This is an optimization exercise on Yosys and OpenROAD, whose aim is small area and a short achievable clock period, not a production implementation. Only simulation tests tie the RTL to the original design; equivalence was not proved. The flow treats the clock pin as an ideal source, which a real chip does not have. Power figures rest on the tool's default switching activity, not on a simulated workload.

File: flow/run.sh
#!/bin/bash
source flow/margins.sh
export PRE_GLOBAL_PLACE_TCL=$PWD/flow/pre_global_place.tcl
export PRE_FLOORPLAN_TCL=$PWD/flow/pre_floorplan.tcl
export PRE_CTS_TCL=$PWD/flow/pre_cts.tcl
export PRE_GLOBAL_ROUTE_TCL=$PWD/flow/pre_global_route.tcl
bash standard.sh "DONT_USE_CELLS=$(cat flow/dont_use_cells.txt)" finish > standard_flow.log 2>&1
st=$?
tail -40 standard_flow.log
exit $st
File: flow/dont_use_cells.txt
sky130_fd_sc_hd__lpflow_bleeder_1 sky130_fd_sc_hd__lpflow_clkbufkapwr_1 sky130_fd_sc_hd__lpflow_clkbufkapwr_16 sky130_fd_sc_hd__lpflow_clkbufkapwr_2 sky130_fd_sc_hd__lpflow_clkbufkapwr_4 sky130_fd_sc_hd__lpflow_clkbufkapwr_8 sky130_fd_sc_hd__lpflow_clkinvkapwr_1 sky130_fd_sc_hd__lpflow_clkinvkapwr_16 sky130_fd_sc_hd__lpflow_clkinvkapwr_2 sky130_fd_sc_hd__lpflow_clkinvkapwr_4 sky130_fd_sc_hd__lpflow_clkinvkapwr_8 sky130_fd_sc_hd__lpflow_decapkapwr_12 sky130_fd_sc_hd__lpflow_decapkapwr_3 sky130_fd_sc_hd__lpflow_decapkapwr_4 sky130_fd_sc_hd__lpflow_decapkapwr_6 sky130_fd_sc_hd__lpflow_decapkapwr_8 sky130_fd_sc_hd__lpflow_inputiso0n_1 sky130_fd_sc_hd__lpflow_inputiso0p_1 sky130_fd_sc_hd__lpflow_inputiso1n_1 sky130_fd_sc_hd__lpflow_inputiso1p_1 sky130_fd_sc_hd__lpflow_inputisolatch_1 sky130_fd_sc_hd__lpflow_isobufsrc_1 sky130_fd_sc_hd__lpflow_isobufsrc_16 sky130_fd_sc_hd__lpflow_isobufsrc_2 sky130_fd_sc_hd__lpflow_isobufsrc_4 sky130_fd_sc_hd__lpflow_isobufsrc_8 sky130_fd_sc_hd__lpflow_isobufsrckapwr_16 sky130_fd_sc_hd__lpflow_lsbuf_lh_hl_isowell_tap_1 sky130_fd_sc_hd__lpflow_lsbuf_lh_hl_isowell_tap_2 sky130_fd_sc_hd__lpflow_lsbuf_lh_hl_isowell_tap_4 sky130_fd_sc_hd__lpflow_lsbuf_lh_isowell_4 sky130_fd_sc_hd__lpflow_lsbuf_lh_isowell_tap_1 sky130_fd_sc_hd__lpflow_lsbuf_lh_isowell_tap_2 sky130_fd_sc_hd__lpflow_lsbuf_lh_isowell_tap_4 sky130_fd_sc_hd__probe_p_8 sky130_fd_sc_hd__probec_p_8 sky130_fd_sc_hd__a2111o_1 sky130_fd_sc_hd__a2111o_2 sky130_fd_sc_hd__a2111o_4 sky130_fd_sc_hd__a2111oi_0 sky130_fd_sc_hd__a2111oi_1 sky130_fd_sc_hd__a2111oi_2 sky130_fd_sc_hd__a2111oi_4 sky130_fd_sc_hd__a311o_1 sky130_fd_sc_hd__a311o_2 sky130_fd_sc_hd__a311o_4 sky130_fd_sc_hd__a311oi_1 sky130_fd_sc_hd__a311oi_2 sky130_fd_sc_hd__a311oi_4 sky130_fd_sc_hd__a41o_1 sky130_fd_sc_hd__a41o_2 sky130_fd_sc_hd__a41o_4 sky130_fd_sc_hd__a41oi_1 sky130_fd_sc_hd__a41oi_2 sky130_fd_sc_hd__a41oi_4 sky130_fd_sc_hd__nor3_1 sky130_fd_sc_hd__nor3_2 sky130_fd_sc_hd__nor3_4 sky130_fd_sc_hd__nor3b_1 sky130_fd_sc_hd__nor3b_2 sky130_fd_sc_hd__nor3b_4 sky130_fd_sc_hd__nor4_1 sky130_fd_sc_hd__nor4_2 sky130_fd_sc_hd__nor4_4 sky130_fd_sc_hd__nor4b_1 sky130_fd_sc_hd__nor4b_2 sky130_fd_sc_hd__nor4b_4 sky130_fd_sc_hd__nor4bb_1 sky130_fd_sc_hd__nor4bb_2 sky130_fd_sc_hd__nor4bb_4 sky130_fd_sc_hd__o2111a_1 sky130_fd_sc_hd__o2111a_2 sky130_fd_sc_hd__o2111a_4 sky130_fd_sc_hd__o2111ai_1 sky130_fd_sc_hd__o2111ai_2 sky130_fd_sc_hd__o2111ai_4 sky130_fd_sc_hd__o311a_1 sky130_fd_sc_hd__o311a_2 sky130_fd_sc_hd__o311a_4 sky130_fd_sc_hd__o311ai_0 sky130_fd_sc_hd__o311ai_1 sky130_fd_sc_hd__o311ai_2 sky130_fd_sc_hd__o311ai_4 sky130_fd_sc_hd__o41a_1 sky130_fd_sc_hd__o41a_2 sky130_fd_sc_hd__o41a_4 sky130_fd_sc_hd__o41ai_1 sky130_fd_sc_hd__o41ai_2 sky130_fd_sc_hd__o41ai_4 sky130_fd_sc_hd__or3_1 sky130_fd_sc_hd__or3_2 sky130_fd_sc_hd__or3_4 sky130_fd_sc_hd__or3b_1 sky130_fd_sc_hd__or3b_2 sky130_fd_sc_hd__or3b_4 sky130_fd_sc_hd__or4_1 sky130_fd_sc_hd__or4_2 sky130_fd_sc_hd__or4_4 sky130_fd_sc_hd__or4b_1 sky130_fd_sc_hd__or4b_2 sky130_fd_sc_hd__or4b_4 sky130_fd_sc_hd__or4bb_1 sky130_fd_sc_hd__or4bb_2 sky130_fd_sc_hd__or4bb_4
File: flow/margins.sh
export FLOW_MARGIN_FLOORPLAN=5.0
export FLOW_MARGIN_CTS=5.5
export FLOW_MARGIN_GRT=5.5
File: flow/pre_cts.tcl
# Setup slack margin for this step's repair_timing.
set ::env(SETUP_SLACK_MARGIN) $::env(FLOW_MARGIN_CTS)
puts "bench flow: SETUP_SLACK_MARGIN $::env(SETUP_SLACK_MARGIN)"
File: flow/pre_floorplan.tcl
# Setup slack margin for this step's repair_timing.
set ::env(SETUP_SLACK_MARGIN) $::env(FLOW_MARGIN_FLOORPLAN)
puts "bench flow: SETUP_SLACK_MARGIN $::env(SETUP_SLACK_MARGIN)"
File: flow/pre_global_place.tcl
# Make the buffer_ports call in global_place.tcl use the smallest buffer.
if { [info procs my_orig_buffer_ports] eq "" } {
  rename buffer_ports my_orig_buffer_ports
  proc buffer_ports { args } {
    my_orig_buffer_ports -buffer_cell sky130_fd_sc_hd__buf_1 {*}$args
  }
}
File: flow/pre_global_route.tcl
# Setup slack margin for this step's repair_timing.
set ::env(SETUP_SLACK_MARGIN) $::env(FLOW_MARGIN_GRT)
puts "bench flow: SETUP_SLACK_MARGIN $::env(SETUP_SLACK_MARGIN)"
File: standard.sh
#!/bin/bash
# synth_recipe.tcl (not shown) runs the flow's synth.tcl, then flattens the netlist and writes it again
# the make line also repeats each setting of config.mk as NAME=value (left out here)
make -C /OpenROAD-flow-scripts/flow DESIGN_CONFIG=/design/flow/config.mk WORK_HOME=/design/flow/orfs CLKGATE_MAP_FILE= SYNTH_SCRIPT=/design/flow/synth_recipe.tcl "${@:-finish}"
File: config.mk
export PLATFORM = sky130hd
export DESIGN_NAME = coef_grad_bank
export DESIGN_NICKNAME = coef_grad_bank
export VERILOG_FILES = /design/flow/design.v
export SDC_FILE = /design/flow/constraint.sdc
export NUM_CORES = 4
export LEC_CHECK = 0
export CAP_MARGIN = 40
export CELL_PAD_IN_SITES_DETAIL_PLACEMENT = 1
export CELL_PAD_IN_SITES_GLOBAL_PLACEMENT = 1
export CORE_MARGIN = 2
export CORE_UTILIZATION = 35
export CTS_CLUSTER_DIAMETER = 80
export CTS_CLUSTER_SIZE = 24
export PLACE_DENSITY = 0.5
export SLEW_MARGIN = 50
File: constraint.sdc
create_clock -name core_clock -period 10.5 [get_ports {clk}]
set_input_delay 2.1000 -clock core_clock [delete_from_list [all_inputs] [get_ports {clk}]]
set_output_delay 2.1000 -clock core_clock [all_outputs]
set_load 0.01 [all_outputs]
File: design.v
module coef_grad_bank #(
  parameter int NC    = 99,
  parameter int N     = 16,
  parameter int G     = 4,
  parameter int LR_SH = 3
) (
  input  logic            clk,
  input  logic            rst,
  input  logic [NC-1:0]   bp_we,
  input  logic            dtb,
  input  logic [NC*N-1:0] grad_in,
  output logic [N-1:0]    bus_out,
  output logic            bus_en,
  output logic [15:0]     samples,
  output logic            save_done,
  output logic            onehot_err
);
  localparam int A = N + G;
  localparam logic [A-1:0] CBM = A'((1 << 5) | (1 << 10) | (1 << 15));
  logic any_we, many_we, one_hot;
  always_comb begin
    logic [127:0] an, mn;
    an = '0; mn = '0;
    an[NC-1:0] = bp_we;
    for (int w = 64; w >= 1; w = w / 2) begin
      for (int i = 0; i < w; i++) begin
        mn[i] = mn[2*i] | mn[2*i+1] | (an[2*i] & an[2*i+1]);
        an[i] = an[2*i] | an[2*i+1];
      end
    end
    any_we  = an[0];
    many_we = mn[0];
  end
  assign one_hot = any_we & ~many_we;
  logic last_only;
  assign last_only = bp_we[NC-1] & ~|bp_we[NC-2:0];
  logic [A-1:0]  nsq [NC];   
  logic [A-1:0]  ncq [NC];   
  logic [NC-1:0] nvq;        
  for (genvar k = 0; k < NC; k++) begin : g_acc
    logic [A-1:0] ns_q, nc_q;
    logic         nv_q;
    logic [A-1:0] na, nb, nc, nsum, ncy;
    assign na = ns_q | {A{nv_q}};
    assign nb = ~({{G{grad_in[k*N+N-1]}}, grad_in[k*N +: N]} & {A{bp_we[k] & ~dtb}});
    always_comb begin
      for (int i = 0; i < A; i++) begin
        if (i == 0)      nc[i] = 1'b1;
        else if (CBM[i]) nc[i] = nc_q[i] | nv_q;
        else             nc[i] = ncy[i-1];
        nsum[i] = na[i] ^ nb[i] ^ nc[i];
        ncy[i]  = (na[i] & nb[i]) | (na[i] & nc[i]) | (nb[i] & nc[i]);
      end
    end
    always_ff @(posedge clk) begin
      ns_q <= nsum;
      for (int i = 1; i < A; i++)
        if (CBM[i]) nc_q[i] <= ncy[i-1];
    end
    always_ff @(posedge clk or negedge rst) begin
      if (!rst) nv_q <= 1'b1;
      else      nv_q <= dtb & bp_we[k] & one_hot;
    end
    assign nsq[k] = ns_q;
    assign ncq[k] = nc_q | ~CBM;
    assign nvq[k] = nv_q;
  end
  logic [A-1:0] rns, rnc, rs, rc;
  logic         rnv, rv;
  always_comb begin
    rns = '0;
    rnc = '0;
    rnv = 1'b0;
    for (int k = 0; k < NC; k++) begin
      rns = rns | (nsq[k] & {A{bp_we[k]}});
      rnc = rnc | (ncq[k] & {A{bp_we[k]}});
      rnv = rnv | (nvq[k] & bp_we[k]);
    end
  end
  assign rs = ~rns;
  assign rc = ~rnc;
  assign rv = ~rnv;
  logic [A-1:0] val;
  logic [N-1:0] rd_val;
  assign val = rs + (rc & CBM);
  always_comb begin
    if (val[A-1] == val[A-2])
      rd_val = val[A-2:LR_SH];
    else if (val[A-1])
      rd_val = {1'b1, {(N-1){1'b0}}};
    else
      rd_val = {1'b0, {(N-1){1'b1}}};
  end
  always_ff @(posedge clk or negedge rst) begin
    if (!rst) begin
      bus_out    <= '0;
      bus_en     <= 1'b0;
      samples    <= '0;
      save_done  <= 1'b0;
      onehot_err <= 1'b0;
    end else begin
      bus_en    <= dtb & one_hot;
      save_done <= dtb & last_only;
      if (!dtb) begin
        if (any_we && samples != 16'hFFFF)
          samples <= samples + 16'd1;
      end else begin
        if (last_only)
          samples <= '0;
        if (any_we) begin
          bus_out <= (rv & ~many_we) ? rd_val : '0;
          if (many_we)
            onehot_err <= 1'b1;
        end
      end
    end
  end
endmodule
==> impl_metrics.yaml, run 1 <==
timing:
  tightest_slew_ns: 1.04
  rsz0062_at_grt: "yes"
  period_share: 0.510
  finalSetupTns_ns: 0
  maxSlewHeadroom: 0.309
  finalHoldViolations: 0
  max_freq_mhz: 187
  post-route-min-period_ns: 5.36
  skew_ns: 0.0781
  setup_viol: 0
  slew_violations: 0
critical_path:
  path_class: "input pin to flop"
  worstPathMaxFanout: 15
  worst_path_max_delay_cell: "and4b_1"
  start_kind: "input pin"
  crit_family: "simple AND/OR/NAND/NOR gates"
  required_ns: 11.31
  crit_top_cell: "and4_1"
  worstRegToRegCells: 15
  cp.arrival_ns: 6.17
  critPathMaxStageDelay_ns: 0.69
  crit_chain: "buf_4 -> buf_12 -> a22oi_1 -> nand4_1 -> and4b_1 -> and4_1 -> and4_1 -> o211ai_1 -> and3_4 -> o211ai_4 -> clkbuf_16 -> o211ai_2"
  endpoint_kind: "flop"
  r2r_setup_slack_ns: 6.23
  cp.depth: 12
  cp_num_buf_inv: 3
drt:
  dr.first_iter.drc_count: 16000
  vias_per_cell: 6.16
  totalWireLength_microns: 1010000
  firstDrtPassIters: 8
  ant_nets: 0
  vias: 112000
  wire_per_inst_microns: 55.5
  drc: 0
synth:
  synth_flop_cell: "dfxtp_1"
  synth_common_cells: "dfxtp_1, or2_2, fa_1"
  synth.net_count: 14700
  yosysSeqAreaShare: 0.391
  ys_async_sr_fraction: 0.0556
  syn-cell-area_sq_um: 125000
  syn_avg_cell_area_sq_um: 11.3
  synth_top_area_share: 0.364
  synth_cells: 11100
  synth_edf_count: 0
  ys_seq_elements: 2411
  ys_warn_count: 3
  synth_most_common_cell: "dfxtp_1"
  yosys.area.top_type: "dfxtp_1"
  yosysUniqueCellTypes: 61
  synth_area_leaders: "dfxtp_1, fa_1, or2_2"
power:
  p_per_area_nw_per_um2: 331
  p_leak_nw: 56.1
  vdd_ir_drop_max_mv: 0.148
  power_mw: 49.7
global_route:
  grt_usage: 0.544
  first_global_vias: 110000
  gr-total-overflow: 0
  antenna_found_initial: 389
  grt_pass1_wl_microns: 1240000
  grt_max_degree: 50
layout:
  final_net_count: 16500
  final_area_sq_um: 150000
  regArea_sq_um: 49200
  n_fill_cell: 38800
  area_delta_synth_final_pct: 19.8
  drive_gt1_frac: 0.280
  multiInputGateArea_sq_um: 74500
placement:
  globalplace.congestion: 1.19
  dpl_cell_area_sq_um: 139000
  hpwl_microns: 851000
  io_buffers: 1720
floorplan:
  die-area_sq_um: 363000
  start_util: 0.352
  core_sq_um: 356000
  die-height_microns: 603
  fp.dieW_microns: 603
  core.rowCount: 219
  ioPinCount: 1721
clock_network:
  clkSinkCount: 2411
  path_clk_slew_ns: 0.10
  cts_tree: "built"
  worstSkewPairLatency_ns: 1.00
  cts_buffers: 164
  cts_hold_buf: 0
flow_run:
  cap_violations: 0
run_status:
  status: "finished clean"
hold_path:
  whs_path_depth: 1
  hp-class: "flop to flop"
[final timing paths]
check,end,start
min in group asynchronous,save_done$_DFF_PN0_,rst
hold reg to reg,onehot_err$_DFFE_PN0P_,onehot_err$_DFFE_PN0P_
setup / recovery,bus_out[3]$_DFFE_PN0P_,bp_we[60]
setup reg to reg,bus_out[3]$_DFFE_PN0P_,g_acc[33].nc_q[10]$_DFF_P_
hold / removal,onehot_err$_DFFE_PN0P_,onehot_err$_DFFE_PN0P_
max in group asynchronous,g_acc[27].nv_q$_DFF_PN1_,rst
[cell usage in the layout (no fill, tap or decap), types with 60 or more instances in the layout]
cell type  count
a221oi_1     103
a22o_1       153
a22oi_1      583
a22oi_2       75
and2_1       203
and4_1        97
buf_1       1619
buf_12        63
buf_2         60
buf_4        373
buf_6         75
clkbuf_16    177
dfstp_2       90
dfxtp_1     2177
dfxtp_2      100
diode_2      416
fa_1        1764
ha_1         101
inv_1        205
nand2_1     1484
nand4_1      148
nor2_1       296
or2_2       2079
xnor2_1      107
xor2_1       116
[report_power, final]
group / internal (mW) / switching, mW
sequential: 13.8 / 11.0
combinational: 7.31 / 9.99
clock: 3.49 / 4.18
total: 24.6 / 25.1
[worst register-to-register path: stages (launching register included)]
cell,delay (ns)
dfxtp_1,0.51
a22o_4,0.39
a221oi_4,0.46
nand4_1,0.18
nor2_2,0.17
nand4_1,0.34
nor2_2,0.27
ha_4,0.16
and4_1,0.17
and4_4,0.24
nand4_1,0.19
a211o_1,0.39
o211ai_4,0.13
o211ai_4,0.14
clkbuf_16,0.24
o211ai_2,0.14
[layer usage]
| layer | part of all wire | GRT usage |
|---|---|---|
| met1 | 0.35 | 0.614 |
| met2 | 0.41 | 0.758 |
| met3 | 0.13 | 0.240 |
| met4 | 0.11 | 0.522 |
| met5 | 0.0012 | 0.00766 |
[logic make-up (layout without fill, tap and decap cells)]
family / after synthesis / in the layout / share of synthesized area
AOI/OAI and AO/OA: 1124 / 1124 / 0.0723
buffers and inverters: 928 / 2825 / 0.0313
adders and majority gates: 1887 / 1887 / 0.295
and+or+nand+nor: 4566 / 4566 / 0.195
DFF: 2411 / 2411 / 0.391
muxes: 1 / 1 / 0.0000898
other: 0 / 416 / 0
xor gates and xnor gates: 223 / 223 / 0.0156
[timing repair]
action / in CTS / in global routing
hold endpoints to repair: 0 / 0
setup endpoints to repair: 517 / 189
setup buffers: 76 / 70
pin swaps: 48 / 52
gates cloned: 4 / 3
resized for setup: 422 / 198
[area by class of cell]
type / count / share of cell area
sequential: 2411 / 0.328
antenna: 416 / 0.00693
timing repair buffer: 2321 / 0.0860
clock buffer: 191 / 0.0292
inverter: 205 / 0.00512
tap: 4751 / 0.0396
multi-input combinational: 7801 / 0.496
clock inverter: 108 / 0.00976
[flip-flops by register name, summed over array words and instances (netlist names)]
| name | cells |
|---|---|
| g_acc.ns_q | 1980 |
| g_acc.nc_q | 297 |
| g_acc.nv_q | 99 |
| bus_out | 16 |
| samples | 16 |
| bus_en | 1 |
| onehot_err | 1 |
| save_done | 1 |
[through the flow]
step                      hold slack [ns]  instances  utilization  setup WS, ns
final                               0.501      18200        0.422          5.14
after global routing                0.542      17900        0.420          5.36
after CTS                           0.506      17700        0.414          5.43
after detailed placement            0.479      17300        0.390          3.67
after global placement              0.480      17200        0.386          2.85
after floorplan                     0.513      11100            -          5.00
==> run 2, diff against run 1 <==
==> flow/dont_use_cells.txt (replaced) <==
sky130_fd_sc_hd__lpflow_bleeder_1 sky130_fd_sc_hd__lpflow_clkbufkapwr_1 sky130_fd_sc_hd__lpflow_clkbufkapwr_16 sky130_fd_sc_hd__lpflow_clkbufkapwr_2 sky130_fd_sc_hd__lpflow_clkbufkapwr_4 sky130_fd_sc_hd__lpflow_clkbufkapwr_8 sky130_fd_sc_hd__lpflow_clkinvkapwr_1 sky130_fd_sc_hd__lpflow_clkinvkapwr_16 sky130_fd_sc_hd__lpflow_clkinvkapwr_2 sky130_fd_sc_hd__lpflow_clkinvkapwr_4 sky130_fd_sc_hd__lpflow_clkinvkapwr_8 sky130_fd_sc_hd__lpflow_decapkapwr_12 sky130_fd_sc_hd__lpflow_decapkapwr_3 sky130_fd_sc_hd__lpflow_decapkapwr_4 sky130_fd_sc_hd__lpflow_decapkapwr_6 sky130_fd_sc_hd__lpflow_decapkapwr_8 sky130_fd_sc_hd__lpflow_inputiso0n_1 sky130_fd_sc_hd__lpflow_inputiso0p_1 sky130_fd_sc_hd__lpflow_inputiso1n_1 sky130_fd_sc_hd__lpflow_inputiso1p_1 sky130_fd_sc_hd__lpflow_inputisolatch_1 sky130_fd_sc_hd__lpflow_isobufsrc_1 sky130_fd_sc_hd__lpflow_isobufsrc_16 sky130_fd_sc_hd__lpflow_isobufsrc_2 sky130_fd_sc_hd__lpflow_isobufsrc_4 sky130_fd_sc_hd__lpflow_isobufsrc_8 sky130_fd_sc_hd__lpflow_isobufsrckapwr_16 sky130_fd_sc_hd__lpflow_lsbuf_lh_hl_isowell_tap_1 sky130_fd_sc_hd__lpflow_lsbuf_lh_hl_isowell_tap_2 sky130_fd_sc_hd__lpflow_lsbuf_lh_hl_isowell_tap_4 sky130_fd_sc_hd__lpflow_lsbuf_lh_isowell_4 sky130_fd_sc_hd__lpflow_lsbuf_lh_isowell_tap_1 sky130_fd_sc_hd__lpflow_lsbuf_lh_isowell_tap_2 sky130_fd_sc_hd__lpflow_lsbuf_lh_isowell_tap_4 sky130_fd_sc_hd__probe_p_8 sky130_fd_sc_hd__probec_p_8 sky130_fd_sc_hd__a2111o_1 sky130_fd_sc_hd__a2111o_2 sky130_fd_sc_hd__a2111o_4 sky130_fd_sc_hd__a2111oi_0 sky130_fd_sc_hd__a2111oi_1 sky130_fd_sc_hd__a2111oi_2 sky130_fd_sc_hd__a2111oi_4 sky130_fd_sc_hd__a311o_1 sky130_fd_sc_hd__a311o_2 sky130_fd_sc_hd__a311o_4 sky130_fd_sc_hd__a311oi_1 sky130_fd_sc_hd__a311oi_2 sky130_fd_sc_hd__a311oi_4 sky130_fd_sc_hd__a31o_1 sky130_fd_sc_hd__a31o_2 sky130_fd_sc_hd__a31o_4 sky130_fd_sc_hd__a31oi_1 sky130_fd_sc_hd__a31oi_2 sky130_fd_sc_hd__a31oi_4 sky130_fd_sc_hd__a32o_1 sky130_fd_sc_hd__a32o_2 sky130_fd_sc_hd__a32o_4 sky130_fd_sc_hd__a32oi_1 sky130_fd_sc_hd__a32oi_2 sky130_fd_sc_hd__a32oi_4 sky130_fd_sc_hd__a41o_1 sky130_fd_sc_hd__a41o_2 sky130_fd_sc_hd__a41o_4 sky130_fd_sc_hd__a41oi_1 sky130_fd_sc_hd__a41oi_2 sky130_fd_sc_hd__a41oi_4 sky130_fd_sc_hd__and4b_1 sky130_fd_sc_hd__and4b_2 sky130_fd_sc_hd__and4b_4 sky130_fd_sc_hd__and4bb_1 sky130_fd_sc_hd__and4bb_2 sky130_fd_sc_hd__and4bb_4 sky130_fd_sc_hd__nand4b_1 sky130_fd_sc_hd__nand4b_2 sky130_fd_sc_hd__nand4b_4 sky130_fd_sc_hd__nand4bb_1 sky130_fd_sc_hd__nand4bb_2 sky130_fd_sc_hd__nand4bb_4 sky130_fd_sc_hd__nor3_1 sky130_fd_sc_hd__nor3_2 sky130_fd_sc_hd__nor3_4 sky130_fd_sc_hd__nor3b_1 sky130_fd_sc_hd__nor3b_2 sky130_fd_sc_hd__nor3b_4 sky130_fd_sc_hd__nor4_1 sky130_fd_sc_hd__nor4_2 sky130_fd_sc_hd__nor4_4 sky130_fd_sc_hd__nor4b_1 sky130_fd_sc_hd__nor4b_2 sky130_fd_sc_hd__nor4b_4 sky130_fd_sc_hd__nor4bb_1 sky130_fd_sc_hd__nor4bb_2 sky130_fd_sc_hd__nor4bb_4 sky130_fd_sc_hd__o2111a_1 sky130_fd_sc_hd__o2111a_2 sky130_fd_sc_hd__o2111a_4 sky130_fd_sc_hd__o2111ai_1 sky130_fd_sc_hd__o2111ai_2 sky130_fd_sc_hd__o2111ai_4 sky130_fd_sc_hd__o311a_1 sky130_fd_sc_hd__o311a_2 sky130_fd_sc_hd__o311a_4 sky130_fd_sc_hd__o311ai_0 sky130_fd_sc_hd__o311ai_1 sky130_fd_sc_hd__o311ai_2 sky130_fd_sc_hd__o311ai_4 sky130_fd_sc_hd__o31a_1 sky130_fd_sc_hd__o31a_2 sky130_fd_sc_hd__o31a_4 sky130_fd_sc_hd__o31ai_1 sky130_fd_sc_hd__o31ai_2 sky130_fd_sc_hd__o31ai_4 sky130_fd_sc_hd__o32a_1 sky130_fd_sc_hd__o32a_2 sky130_fd_sc_hd__o32a_4 sky130_fd_sc_hd__o32ai_1 sky130_fd_sc_hd__o32ai_2 sky130_fd_sc_hd__o32ai_4 sky130_fd_sc_hd__o41a_1 sky130_fd_sc_hd__o41a_2 sky130_fd_sc_hd__o41a_4 sky130_fd_sc_hd__o41ai_1 sky130_fd_sc_hd__o41ai_2 sky130_fd_sc_hd__o41ai_4 sky130_fd_sc_hd__or3_1 sky130_fd_sc_hd__or3_2 sky130_fd_sc_hd__or3_4 sky130_fd_sc_hd__or3b_1 sky130_fd_sc_hd__or3b_2 sky130_fd_sc_hd__or3b_4 sky130_fd_sc_hd__or4_1 sky130_fd_sc_hd__or4_2 sky130_fd_sc_hd__or4_4 sky130_fd_sc_hd__or4b_1 sky130_fd_sc_hd__or4b_2 sky130_fd_sc_hd__or4b_4 sky130_fd_sc_hd__or4bb_1 sky130_fd_sc_hd__or4bb_2 sky130_fd_sc_hd__or4bb_4
==> impl_metrics.yaml, run 2 <==
run_status:
  status: "finished clean"
critical_path:
  critPathMaxStageDelay_ns: 0.70
  cp.depth: 13
  required_ns: 11.33
  endpoint_kind: "flop"
  startpoint: "bp_we[22]"
  cp-endpoint: "bus_out[3]$_DFFE_PN0P_"
  r2r_end: "bus_out[3]$_DFFE_PN0P_"
  worstRegToRegCells: 15
  worstPathMaxFanout: 17
  worst_path_max_delay_cell: "a22oi_1"
  cp_num_buf_inv: 4
  crit_family: "simple AND/OR/NAND/NOR gates"
  r2r_setup_slack_ns: 5.91
  start_kind: "input pin"
  path_class: "input pin to flop"
  cp.arrival_ns: 6.32
  crit_top_cell: "and4_1"
  timing.rr.start: "g_acc[26].ns_q[5]$_DFF_P_"
  crit_chain: "buf_4 -> buf_4 -> a22oi_1 -> and4_1 -> and4_1 -> nand4_1 -> and4_1 -> a21oi_1 -> nand4_4 -> o211ai_4 -> buf_12 -> buf_12 -> o211ai_1"
placement:
  io_buffers: 1720
  place_inst: 17300
  globalplace.congestion: 1.18
  hpwl_microns: 871000
  place_ws_ns: 3.10
layout:
  drive_gt1_frac: 0.280
  regMostFlops: "g_acc.ns_q"
  largest_reg_flops: 1980
  layout.cells.non_filler: 18300
  area_delta_synth_final_pct: 20.0
  utilization: 0.422
  layout_common_cells: "dfxtp_1, or2_2, fa_1"
  reg_top3: "g_acc.ns_q: 1980 flops, g_acc.nc_q: 297 flops, g_acc.nv_q: 99 flops"
  final_common_cell: "dfxtp_1"
  final_net_count: 16500
synth:
  yosysUniqueCellTypes: 53
  syn-cell-area_sq_um: 125000
  yosys.area.top_type: "dfxtp_1"
  ys_async_sr_fraction: 0.0556
  ys_seq_elements: 2411
  ys_warn_count: 3
  yosysSeqAreaShare: 0.391
  synth_top_family_by_area: "adder cells"
  synth_mux_area_frac: 0.0000898
  synth_flop_cell: "dfxtp_1"
  synth.net_count: 14700
  syn_avg_cell_area_sq_um: 11.3
  synth_compound_area_frac: 0.0719
  synth_edf_count: 0
  synth_most_common_cell: "dfxtp_1"
  synthXorXnorAreaFrac: 0.0156
  synth_cells: 11100
  synth_common_cells: "dfxtp_1, or2_2, fa_1"
  synthSimpleGateAreaFrac: 0.195
  post_synth_fa_ha_maj_area_fraction: 0.295
  synth_top_area_share: 0.364
  synth_area_leaders: "dfxtp_1, fa_1, or2_2"
power:
  p_leak_nw: 56.3
  vdd_ir_drop_max_mv: 0.172
  p_per_area_nw_per_um2: 332
floorplan:
  core.rowCount: 219
  start_util: 0.352
  core_sq_um: 356000
  die-height_microns: 602
  ioPinCount: 1721
  die-area_sq_um: 363000
  fp.dieW_microns: 602
drt:
  dr.first_iter.drc_count: 16100
  vias: 113000
  drc: 0
  ant_nets: 0
  wire_per_inst_microns: 56.4
  vias_per_cell: 6.17
  firstDrtPassIters: 7
  totalWireLength_microns: 1030000
timing:
  finalSetupTns_ns: 0
  finalHoldViolations: 0
  tightest_slew_ns: 0.953
  max_freq_mhz: 182
  post-route-min-period_ns: 5.50
  skew_ns: 0.0629
  holdWs_ns: 0.534
  period_share: 0.523
  rsz0062_at_grt: "yes"
  maxSlewHeadroom: 0.364
  worst_slack_ns: 5.00
  setup_viol: 0
  slew_violations: 0
clock_network:
  cts_buffers: 158
  path_clk_slew_ns: 0.09
  cts_hold_buf: 0
  cts_tree: "built"
  clkSinkCount: 2411
  worstSkewPairLatency_ns: 1.01
hold_path:
  hp-class: "flop to flop"
  holdCritStartpoint: "bus_out[9]$_DFFE_PN0P_"
global_route:
  grt_max_degree: 63
  first_global_vias: 110000
  antenna_found_initial: 418
  grt_usage: 0.554
  grt_pass1_wl_microns: 1260000
  gr-total-overflow: 0
flow_run:
  cap_violations: 0
==> run 2: cell count changes after synthesis, sizes merged, moves of 4 or more <==
cell	change
nand4	-36
and4b	-39
and3	+6
buf	-30
clkbuf	+28
and4	+75
nand2	+4
==> run 2: layer usage <==
layer  wire [microns]  track usage  part of all wire  up-vias
met5             1280      0.00899            0.0012        -
met4           116000        0.508              0.11      122
met3           131000        0.251              0.13     2951
met2           413000        0.769              0.40    10100
met1           369000        0.633              0.36    59300
li1                 -            -                 -    40300
==> run 2: layout make-up <==
| class | instances | area [sq um] |
|---|---|---|
| Timing Repair Buffer | 2373 | 13300 |
| Antenna cell | 438 | 1100 |
| Fill cell | 38900 | 206000 |
| Sequential cell | 2411 | 49300 |
| Inverter | 207 | 777 |
| Clock inverter | 87 | 1230 |
| Clock buffer | 196 | 4260 |
| Multi-Input combinational cell | 7805 | 74500 |
| Tap cell | 4751 | 5940 |
==> run 2: cell families (layout without fill, tap and decap cells) <==
group                      Yosys count  count (layout)
and+or+nand+nor                   4572            4573
DFF                               2411            2411
adders and majority gates         1887            1887
AOI/OAI and AO/OA                 1121            1121
buffers and inverters              928            2863
xor gates and xnor gates           223             223
muxes                                1               1
other                                0             438
==> run 2: timing repair <==
item | 4_1_cts | 5_1_grt
pin swaps | 61 | 51
gates resized for setup | 454 | 139
cloned | 4 | 4
endpoints found under the setup margin | 510 | 247
buffers inserted | 97 | 99
==> run 2: how the worst min path moves through the flow <==
| stage | slack (ns) | endpoint | cells after the start |
|---|---|---|---|
| floorplan | 0.51 | onehot_err$_DFFE_PN0P_ | 1 |
| global placement | 0.50 | bus_out[13]$_DFFE_PN0P_ | 2 |
| detailed placement | 0.50 | bus_out[7]$_DFFE_PN0P_ | 2 |
| CTS | 0.52 | bus_out[7]$_DFFE_PN0P_ | 2 |
| global route | 0.55 | bus_out[9]$_DFFE_PN0P_ | 2 |
| finish | 0.53 | bus_out[9]$_DFFE_PN0P_ | 2 |
==> run 2: worst min-delay path: cells and delay by family, from the launching register on <==
kind	cells	cell delay [ns]
AO/OA/AOI/OAI	1	0.07
flip-flops	1	0.37
AND/OR/NAND/NOR	1	0.07
==> run 2: power by group <==
group / switching [mW] / internal (mW)
Clock: 4.12 / 3.24
Combinational: 9.91 / 7.27
Sequential: 11.6 / 13.8
==> run 2: per-stage QoR <==
step | total power [mW] | area, sq um
2_1_floorplan | 24.6 | 126000
3_3_place_gp | 38.5 | 137000
3_5_place_dp | 39.8 | 139000
4_1_cts | 47.5 | 148000
5_1_grt | 49.9 | 150000
6_report | 50.0 | 150000

## afterwards: timing with drivers on the ports
How much do the figures lean on ideal ports? The routed layouts below were timed once more, with nothing changed but the port constraints. Step 1, drivers: a clkbuf_16 drives clk and a buf_2 each remaining input, both assumed. Step 2, shift: input delay + t, output delay - t, t = (earliest + latest rising clock arrival at the registers) / 2. This alone moves slack from input paths to output paths. a / b / c = no drivers / after step 1 / after step 2; a / b = the first two.
run | t, ns | setup slack, ns | worst hold slack (ns) | worst register clock-pin slew, ns | worst slew at a driven data input, ns
run 1 | 1.092 | 5.141 / 5.245 / 4.153 | 0.501 / 0.501 / 0.501 | 0.11 / 0.11 | 0.21
run 2 | 1.109 | 5.005 / 5.098 / 3.989 | 0.534 / 0.534 / 0.534 | 0.11 / 0.11 | 0.38
After both steps every run listed still meets setup and hold. For run 2, which loses most, drivers alone change the setup slack by +0.093 ns; drivers and shift together by -1.016 ns.
